What follows belongs to an exercise in optimizing a design on an open flow for small area, a short achievable clock period and few clock cycles; a production flow would make more cautious choices. Where RTL was checked, it was by simulation tests only, not by an equivalence proof against the original.

==> flow/design.v (excerpt) <==
module processor_pool_task_scheduler #(
  parameter int unsigned QUEUE_DEPTH    = 16,
  parameter int unsigned RUN_SLOTS      = 64,
  parameter int unsigned MAX_PROCESSORS = 64
) (
  input  logic              clk_i,
  input  logic              rst_ni,
  input  logic              start,
  output logic              busy,
  input  logic [12:0]       req_i,
  output logic              result_valid_o,
  output logic [160:0]      result_o,
  input  logic              cfg_valid_i,
  output logic              cfg_ready_o,
  input  logic [6:0]        cfg_data_i
);
Size: about 5200 cells after synthesis, roughly 710 flip-flops, ~46000 um2 of cells after synthesis.
==> flow/config.mk <==
export PLATFORM = sky130hd
export DESIGN_NAME = processor_pool_task_scheduler
export DESIGN_NICKNAME = processor_pool_task_scheduler
export VERILOG_FILES = /design/flow/design.v
export SDC_FILE = /design/flow/constraint.sdc
export NUM_CORES = 4
export LEC_CHECK = 0
export CAP_MARGIN = 20
export CORE_MARGIN = 2
export CORE_UTILIZATION = 40
export SETUP_SLACK_MARGIN = 4.0
export SLEW_MARGIN = 20
==> flow/constraint.sdc <==
create_clock -name core_clock -period 8.0 [get_ports {clk_i}]
set_input_delay 1.6000 -clock core_clock [delete_from_list [all_inputs] [get_ports {clk_i}]]
set_output_delay 1.6000 -clock core_clock [all_outputs]
set_load 0.01 [all_outputs]
run.sh (not shown) runs the stock make flow with config.mk's settings and CLKGATE_MAP_FILE= SYNTH_SCRIPT=/design/flow/synth_recipe.tcl, a recipe that flattens the netlist after the stock synthesis.
Testbench counts at the start, summed over its fixed seeds: cycles 6,434.
Rerun with:
--- a/flow/design.v
+++ b/flow/design.v
@@ -77,12 +77,17 @@
   logic [6:0]  pn_q;
   logic [6:0]  qn_q [QD];
   logic [4:0]  qd_q [QD];
   logic [1:0]  qp_q [QD];
   logic [6:0]  bs_q [NB];
   logic [6:0]  bc_q [NB];
+  logic [NB-1:0] bv_q;      
+  logic [6:0]  b0_s, b0_c, b1_s;
+  assign b0_s = bv_q[0] ? bs_q[0] : 7'd0;
+  assign b0_c = bv_q[0] ? bc_q[0] : 7'd0;
+  assign b1_s = bv_q[1] ? bs_q[1] : 7'd0;
   logic       is_sub, sub_bad, sub_full, sub_ok, tick_go, first, cfg_go;
   logic [6:0] r_need;
   logic [4:0] r_dur, r_dm1;
   assign r_need   = req_i[11:5];
   assign r_dur    = req_i[4:0];
   assign r_dm1    = (r_dur == 5'd0) ? 5'd0 : r_dur - 5'd1;
@@ -95,19 +100,19 @@
   assign cfg_go   = cfg_valid_i && !scan_q && !pv_q;
   logic       p0, p1;
   logic [6:0] rs, rc;
   logic [7:0] thr_sum, idl_sum;
   assign p0   = p0_q;
   assign p1   = p1_q;
-  assign rs   = bs_q[0] + (p0 ? pn_q : 7'd0);
-  assign rc   = bc_q[0] + (p0 ? 7'd1 : 7'd0);
+  assign rs   = b0_s + (p0 ? pn_q : 7'd0);
+  assign rc   = b0_c + (p0 ? 7'd1 : 7'd0);
   logic [6:0] run_b, rel_free;
   logic [7:0] rel_sum;
   logic       full, fallback;
   assign run_b    = first ? run_q - rc : run_q;
-  assign full     = run_q[6] && (scan_q || ((bc_q[0] == 7'd0) && !p0_q));
+  assign full     = run_q[6] && (scan_q || ((b0_c == 7'd0) && !p0_q));
   assign rel_sum  = idl_sum;
   assign rel_free = (rel_sum > {1'b0, pool_q}) ? pool_q : rel_sum[6:0];
   assign fallback = first && !thr_ok_q;
   logic [6:0] run_b1;
   logic [4:0] cnt_m1, st_b, st_b1;
   assign run_b1 = run_b + 7'd1;
@@ -163,15 +168,18 @@
   always_comb begin
     cfg_tot = cfg_data_i;
     if (cfg_data_i == 7'd0) cfg_tot = 7'd1;
     else if (cfg_data_i > 7'd64) cfg_tot = 7'd64;
     cfg_free = (cfg_tot > held_q) ? cfg_tot - held_q : 7'd0;
   end
-  assign thr_sum = first ? {1'b0, thr} + {1'b0, bs_q[1]} + (p1 ? {1'b0, pn_q} : 8'd0)
-                         : {1'b0, thr} + {1'b0, bs_q[0]} + (p0 ? {1'b0, pn_q} : 8'd0);
-  assign idl_sum = {1'b0, free_q} + {1'b0, bs_q[0]} + (p0 ? {1'b0, pn_q} : 8'd0);
+  logic [6:0] tb_s;
+  logic       tb_p;
+  assign tb_s    = first ? b1_s : b0_s;
+  assign tb_p    = first ? p1 : p0;
+  assign thr_sum = {1'b0, thr} + {1'b0, tb_s} + (tb_p ? {1'b0, pn_q} : 8'd0);
+  assign idl_sum = {1'b0, free_q} + {1'b0, b0_s} + (p0 ? {1'b0, pn_q} : 8'd0);
   assign busy           = scan_q;
   assign cfg_ready_o    = !scan_q && !pv_q;
   assign result_valid_o = vld_q;
   assign result_o = {status_q, free_q, cnt_q, run_q, started_q, fin_q,
                      tick_q, idle_q, done_q, ref_q};
   always_ff @(posedge clk_i or negedge rst_ni) begin
@@ -204,13 +212,13 @@
       p0_q   <= start_go && s_d0;
       p1_q   <= start_go && s_d1;
       pi_q   <= s_dm1;
       pn_q   <= s_need;
       held_q <= held_q - ((tick_go && first) ? rs : 7'd0) + (pv_q ? pn_q : 7'd0);
       if (!tick_go) begin
-        thr_q    <= (idl_sum > {1'b0, pool_q}) ? pool_q : idl_sum[6:0];
+        thr_q    <= rel_free;
         thr_ok_q <= !cfg_go;
       end
       if (cfg_go) begin
         pool_q <= cfg_tot;
         free_q <= cfg_free;
       end
@@ -267,39 +275,45 @@
   assign wi    = shift ? pi_q - 5'd1 : pi_q;
   assign wv    = pv_q && !(shift && (pi_q == 5'd0));
   always_comb begin
     w_s = '0;
     w_c = '0;
     for (int k = 0; k < NB; k++) begin
-      if (pi_q == 5'(k)) begin
+      if (bv_q[k] && (pi_q == 5'(k))) begin
         w_s = bs_q[k];
         w_c = bc_q[k];
       end
     end
     w_s = w_s + pn_q;
     w_c = w_c + 7'd1;
   end
   always_ff @(posedge clk_i or negedge rst_ni) begin
     if (!rst_ni) begin
-      for (int k = 0; k < NB; k++) begin
-        bs_q[k] <= '0;
-        bc_q[k] <= '0;
-      end
+      bv_q <= '0;
     end else begin
       for (int k = 0; k < NB; k++) begin
         if (wv && (wi == 5'(k))) begin
-          bs_q[k] <= w_s;
-          bc_q[k] <= w_c;
+          bv_q[k] <= 1'b1;
         end else if (shift) begin
-          bs_q[k] <= (k == NB - 1) ? 7'd0 : bs_q[(k == NB - 1) ? k : k + 1];
-          bc_q[k] <= (k == NB - 1) ? 7'd0 : bc_q[(k == NB - 1) ? k : k + 1];
+          bv_q[k] <= (k == NB - 1) ? 1'b0 : bv_q[(k == NB - 1) ? k : k + 1];
         end
       end
     end
   end
   always_ff @(posedge clk_i) begin
+    for (int k = 0; k < NB; k++) begin
+      if (wv && (wi == 5'(k))) begin
+        bs_q[k] <= w_s;
+        bc_q[k] <= w_c;
+      end else if (shift && (k < NB - 1)) begin
+        bs_q[k] <= bs_q[(k == NB - 1) ? k : k + 1];
+        bc_q[k] <= bc_q[(k == NB - 1) ? k : k + 1];
+      end
+    end
+  end
+  always_ff @(posedge clk_i) begin
     for (int i = 0; i < QD; i++) begin
       if (go) begin
         if (st_now && seen[i]) begin
           if (i < QD - 1) begin
             qn_q[i] <= qn_q[(i < QD - 1) ? i + 1 : i];
             qd_q[i] <= qd_q[(i < QD - 1) ? i + 1 : i];
- The new run ran to the end with no violations
- final cell count drops by 7.8%
- critical path depth drops by 1
- fmax drops by 18%
- die area drops by about 3.2%
- synthesized cell count drops by 12%
- wire length drops by about 6%
- worst hold slack loses 0.0072 ns
- non-clock buffer count climbs by 32
- design area climbs by about 0.44%
No functional check of the RTL was part of the second run of this note.

==> port drivers added, routing unchanged <==
Ports are ideal in the flow. The routed layouts listed here were re-timed in OpenROAD.
Step 1 sets driving cells, clkbuf_16 on the clock port and buf_2 on the other inputs (assumed; they add their load-dependent delay and slew).
Step 2 moves the port delays by t, midway between the first and last clock arrival at a register: inputs arrive t later, outputs are due t later. That takes back most of the time a late clock gives input paths.
Three values: ideal ports, drivers, drivers and shift; two values: the first two.
run | shift t [ns] | setup WS [ns] | worst setup path after step 2
the first run | 0.752 | 3.478 / 3.478 / 3.104 | input to register
the second run | 0.738 | 2.518 / 2.518 / 2.518 | register to register
After both steps every run listed still meets setup and hold. The setup slack of the first run, which loses most, moves by 0.000 ns with the drivers and by -0.374 ns with both steps.
